Background: an optimization exercise with open tools, aiming at small area and a short achievable clock period. Do not read the settings as production practice.
At most, simulation tests tie the RTL to the original design; equivalence was not proved.

==> 01-21: inputs <==
Design fft16, start of the top module:
module fft16 (
	input logic clk,
	input logic reset,
	input fft_pkg::sample_t realin,
	input fft_pkg::sample_t imagin,
	input logic startin,
	output fft_pkg::sample_t realout,
	output fft_pkg::sample_t imagout,
	output logic startout
);
Settings: LEC_CHECK=0, CAP_MARGIN=20, CORE_MARGIN=2, CORE_UTILIZATION=40, SLEW_MARGIN=20; clock period 11.0 ns.
run.sh (not shown) runs the stock make flow with config.mk's settings and CLKGATE_MAP_FILE= SYNTH_SCRIPT=/design/flow/synth_recipe.tcl, a recipe that flattens the netlist after the stock synthesis.
==> 01-19: changes against 01-21 <==
--- a/flow/design.v
+++ b/flow/design.v
@@ -1588,11 +1588,11 @@
 	sample_loader #(.OFF(4)) u_lc (.clk(clk), .reset(reset), .up_v(vb), .up_n(nb), .v(vc13), .n(nc13), .vx(vc13x), .nx(nc13x));      
 	sample_loader #(.OFF(4)) u_ld (.clk(clk), .reset(reset), .up_v(vc13), .up_n(nc13), .v(vd), .n(nd), .vx(vdx), .nx(ndx));          
 	sample_loader #(.OFF(2)) u_le (.clk(clk), .reset(reset), .up_v(vd), .up_n(nd), .v(ve19), .n(ne19), .vx(ve19x), .nx(ne19x));      
 	sample_loader #(.OFF(4)) u_lf (.clk(clk), .reset(reset), .up_v(ve20), .up_n(ne20), .v(vf), .n(nf), .vx(vfx), .nx(nfx));          
 	sample_loader #(.OFF(2)) u_lg (.clk(clk), .reset(reset), .up_v(vf), .up_n(nf), .v(vg), .n(ng), .vx(vgx), .nx(ngx));              
-	sample_loader #(.OFF(3)) u_lh (.clk(clk), .reset(reset), .up_v(vg), .up_n(ng), .v(vh), .n(nh), .vx(vhx), .nx(nhx));              
+	sample_loader #(.OFF(2)) u_lh (.clk(clk), .reset(reset), .up_v(vg), .up_n(ng), .v(vh), .n(nh), .vx(vhx), .nx(nhx));              
 	sample_loader #(.OFF(7)) u_li (.clk(clk), .reset(reset), .up_v(vh), .up_n(nh), .v(vi), .n(ni), .vx(vix), .nx(nix));              
 	logic f0, rot0, f1, f2, f3, sel12, sel03;
 	logic r2_m6, r2_mul, r2_m4;
 	always_ff @(posedge clk or posedge reset)
 	begin
@@ -1796,35 +1796,21 @@
 		.clk(clk), .f(f3), .rot(1'b0),
 		.raw_re(x3_re[19:0]), .raw_im(x3_im[19:0]),
 		.x_re(x3_re), .x_im(x3_im), .c_re(1'b0), .c_im(x3_c),
 		.out_re(s3_re), .out_im(s3_im), .c_out(s3_c_unused)
 	);
-	logic signed [19:0] x12_re, x12_im, sw1_re, sw1_im, x03_re, x03_im;
+	logic signed [19:0] x12_re, x12_im, x03_re, x03_im;
 	frame_bank #(.L(2)) u_x12 (
 		.clk(clk), .sel(sel12),
 		.in_re(s3_re), .in_im(s3_im), .out_re(x12_re), .out_im(x12_im)
 	);
-	always_ff @(posedge clk)
-	begin
-		sw1_re <= x12_re;
-		sw1_im <= x12_im;
-	end
 	frame_bank #(.L(7)) u_x03 (
 		.clk(clk), .sel(sel03),
-		.in_re(sw1_re), .in_im(sw1_im), .out_re(x03_re), .out_im(x03_im)
+		.in_re(x12_re), .in_im(x12_im), .out_re(x03_re), .out_im(x03_im)
 	);
-	always_ff @(posedge clk or posedge reset)
+	always_ff @(posedge clk)
 	begin
-		if (reset)
-		begin
-			realout <= '0;
-			imagout <= '0;
-			startout <= 1'b0;
-		end
-		else
-		begin
-			realout <= vi ? x03_re : '0;
-			imagout <= vi ? x03_im : '0;
-			startout <= vi && ni == 4'd0;
-		end
+		realout <= (vi && !reset) ? x03_re : '0;
+		imagout <= (vi && !reset) ? x03_im : '0;
+		startout <= vi && !reset && ni == 4'd0;
 	end
 endmodule
==> flow/flow/run.sh (new file) <==
#!/bin/bash
# Standard layout, with timing repair aiming for more setup slack than the
# clock period needs. Each step's output also goes to orfs/logs.
set -euo pipefail
MARGIN=$(cat flow/margin.txt)
bash standard.sh synth > synth.log 2>&1
bash standard.sh SETUP_SLACK_MARGIN="$MARGIN" finish > layout.log 2>&1
==> flow/flow/margin.txt (new file) <==
7.7
==> flow/standard.sh (new file) <==
#!/bin/bash
# synth_recipe.tcl (not shown) runs the flow's synth.tcl, then flattens the netlist and writes it again
# the make line also repeats each setting of config.mk as NAME=value (left out here)
make -C /OpenROAD-flow-scripts/flow DESIGN_CONFIG=/design/flow/config.mk WORK_HOME=/design/flow/orfs CLKGATE_MAP_FILE= SYNTH_SCRIPT=/design/flow/synth_recipe.tcl "${@:-finish}"
- CORE_UTILIZATION: 40 -> 72
- CTS_CLUSTER_DIAMETER: unset -> 100
- CTS_CLUSTER_SIZE: unset -> 30
removed: flow/run.sh
==> notes <==
- Against 01-21, the core utilization of 01-19 is higher by 32 points.
- Between 01-19 and 01-21, the lower count of clock-buffer cells in the layout is in 01-19 (gap 182).
- Of 01-21 and 01-19, 01-21 has the higher critical path depth (gap 14).
- Between 01-21 and 01-19, the lower register-to-register slack is in 01-21 (gap 1.2 ns).
- Of 01-21 and 01-19, 01-19 has the higher setup slack (gap 1.2 ns).
- Of 01-21 and 01-19, 01-19 has the higher global-route usage (gap 12 points).
- Cell count: 01-19 is smaller than 01-21 (14%).
- Between 01-21 and 01-19, the lower sequential share of layout area is in 01-21 (gap 1.7 points).
==> figures <==
Outcome: 01-21 timing/DRC/antenna clean; 01-19 timing/DRC/antenna clean
Core Region: 01-21 198000 um2; 01-19 109000 um2
Die width: 01-21 450 um; 01-19 335 um
Startpoint-to-endpoint class of the critical path: 01-21 flip-flop to flip-flop; 01-19 flip-flop to output port
Source of the critical timing path: 01-21 u_s0.out_im[0]$_DFF_P_; 01-19 realout[18]$_SDFF_PN0_
Clock buffer count: 01-21 265; 01-19 83
Critical-path top delay cell: 01-21 o41ai_1; 01-19 dfxtp_2
Number of buffers other than clock buffers in the final layout: 01-21 110; 01-19 225
Maximum frequency from static timing analysis: 01-21 222 MHz; 01-19 298 MHz
Synthesized area per cell: 01-21 11.2 um2; 01-19 11.1 um2
Highest signal layer in the routed design: 01-21 met4; 01-19 met5
Total track usage: 01-21 15.9%; 01-19 28.0%
Initial Util: 01-21 40.3%; 01-19 72.5%
Sum of net half-perimeters after detailed placement: 01-21 121 mm; 01-19 117 mm
Area of the die: 01-21 203000 um2; 01-19 112000 um2
Synth Net Count: 01-21 8260; 01-19 8231
Post-route cell area: 01-21 90400 um2; 01-19 84900 um2
Proportion of cell area occupied by multi-input gates: 01-21 40.7%; 01-19 44.6%
Only the layout flow was run in 01-21; the RTL was not checked for function there.

* * *

==> job 3564: inputs <==
fft16, a different RTL version from the one above (not shown whole).
export LEC_CHECK = 0
export CAP_MARGIN = 20
export CORE_MARGIN = 2
export CORE_UTILIZATION = 55
export SLEW_MARGIN = 20
create_clock -name core_clock -period 11.0 [get_ports {clk}]
standard.sh (not shown) runs the stock make flow with config.mk's settings and CLKGATE_MAP_FILE= SYNTH_SCRIPT=/design/flow/synth_recipe.tcl, a recipe that flattens the netlist after the stock synthesis.
==> flow/flow/run.sh <==
#!/bin/bash
# Standard layout, with timing repair aiming for more setup slack than the
# clock period needs. Each step's output also goes to orfs/logs.
set -euo pipefail
MARGIN=$(cat flow/margin.txt)
bash standard.sh synth > synth.log 2>&1
bash standard.sh SETUP_SLACK_MARGIN="$MARGIN" finish > layout.log 2>&1
==> flow/flow/margin.txt <==
7.6
==> inputs of job 3628, as changes to job 3564 <==
--- a/flow/design.v
+++ b/flow/design.v
@@ -1804,22 +1804,13 @@
 		.in_re(s3_re), .in_im(s3_im), .out_re(x12_re), .out_im(x12_im)
 	);
 	frame_bank #(.L(7)) u_x03 (
 		.clk(clk), .sel(sel03),
 		.in_re(x12_re), .in_im(x12_im), .out_re(x03_re), .out_im(x03_im)
 	);
-	always_ff @(posedge clk or posedge reset)
+	always_ff @(posedge clk)
 	begin
-		if (reset)
-		begin
-			realout <= '0;
-			imagout <= '0;
-			startout <= 1'b0;
-		end
-		else
-		begin
-			realout <= vi ? x03_re : '0;
-			imagout <= vi ? x03_im : '0;
-			startout <= vi && ni == 4'd0;
-		end
+		realout <= (vi && !reset) ? x03_re : '0;
+		imagout <= (vi && !reset) ? x03_im : '0;
+		startout <= vi && !reset && ni == 4'd0;
 	end
 endmodule
==> flow/flow/margin.txt (replaced) <==
7.7
- CORE_UTILIZATION: 55 -> 72
- CTS_BUF_LIST: unset -> sky130_fd_sc_hd__clkbuf_4 sky130_fd_sc_hd__clkbuf_8 sky130_fd_sc_hd__clkbuf_16
- CTS_CLUSTER_DIAMETER: unset -> 100
- CTS_CLUSTER_SIZE: unset -> 30
==> summary.txt <==
Area after synthesis is about the same in job 3564 and job 3628.
In job 3564 the sequential share of layout area is lower than in job 3628, by 2.2 points.
In job 3628 the wire length is lower than in job 3564, by about 6.5%.
In job 3564 the synthesized cell count is larger than in job 3628, by about 0.4%.
Between job 3564 and job 3628, the lower fmax is in job 3564 (gap 4.8%, measured against job 3628).
Design area: job 3564 is larger than job 3628 (about 5.5%).
Against job 3628, the die area of job 3564 is higher by 31%.
==> figures <==
Run status: job 3564 timing/DRC/antenna clean; job 3628 timing/DRC/antenna clean
X dimension of the die: job 3564 382.7 um; job 3628 334.7 um
Post-synthesis instance total: job 3564 7144; job 3628 7115
Top cell category: job 3564 flip-flops and latches; job 3628 multi-input combinational cells
Non-clock buffering overhead: job 3564 1.750%; job 3628 2.196%
Path depth of the worst reg2reg path: job 3564 14; job 3628 7
Share of the synthesized area in the top cell type: job 3564 45.97%; job 3628 47.07%
Number of distinct library cells after synthesis: job 3564 76; job 3628 80
Fin Hold WS: job 3564 283.9 ps; job 3628 322.8 ps
Die boundary height: job 3564 382.7 um; job 3628 334.7 um
Initial antenna violation count: job 3564 2; job 3628 4
Clock buffer cells: job 3564 252; job 3628 83
Non-clk invs: job 3564 1002; job 3628 971
Post-Place Cells: job 3564 8945; job 3628 8432
Crit Reg-Reg Startpoint: job 3564 q_ra[0]; job 3628 op_v[19]
Floorplan Core Area: job 3564 141900 sq um; job 3628 108700 sq um

-- static timing again, ports no longer ideal --
The results above use ideal ports. As a check the final layouts listed here were re-extracted and re-timed, cells and wires unchanged.
Step 1 assumes that a clkbuf_16 drives the clock port and a buf_2 every other input.
Step 2 adds t to the input delays and takes it off the output delays; t is the mean of the earliest and latest rising clock arrival at the registers after step 1. Input paths then give back, and output paths get back, about the clock's delay inside the block.
a / b / c = ideal / step 1 / step 2; a / b = the first two.
run | shift t [ns] | setup slack, ns | worst register clock-pin slew, ns | worst slew at a driven data input, ns
01-21 | 0.898 | 6.493 / 6.493 / 6.493 | 0.07 / 0.07 | 0.08
01-19 | 0.756 | 7.647 / 7.575 / 7.440 | 0.12 / 0.12 | 0.08
job 3564 | 0.849 | 7.475 / 7.401 / 7.258 | 0.07 / 0.07 | 0.05
job 3628 | 0.756 | 7.646 / 7.574 / 7.461 | 0.12 / 0.12 | 0.08
After both steps setup and hold are still met in every run listed. For job 3564, which loses most, drivers alone change the setup slack by -0.074 ns; drivers and shift together by -0.217 ns. The worst setup slack also covers recovery checks on asynchronous resets.
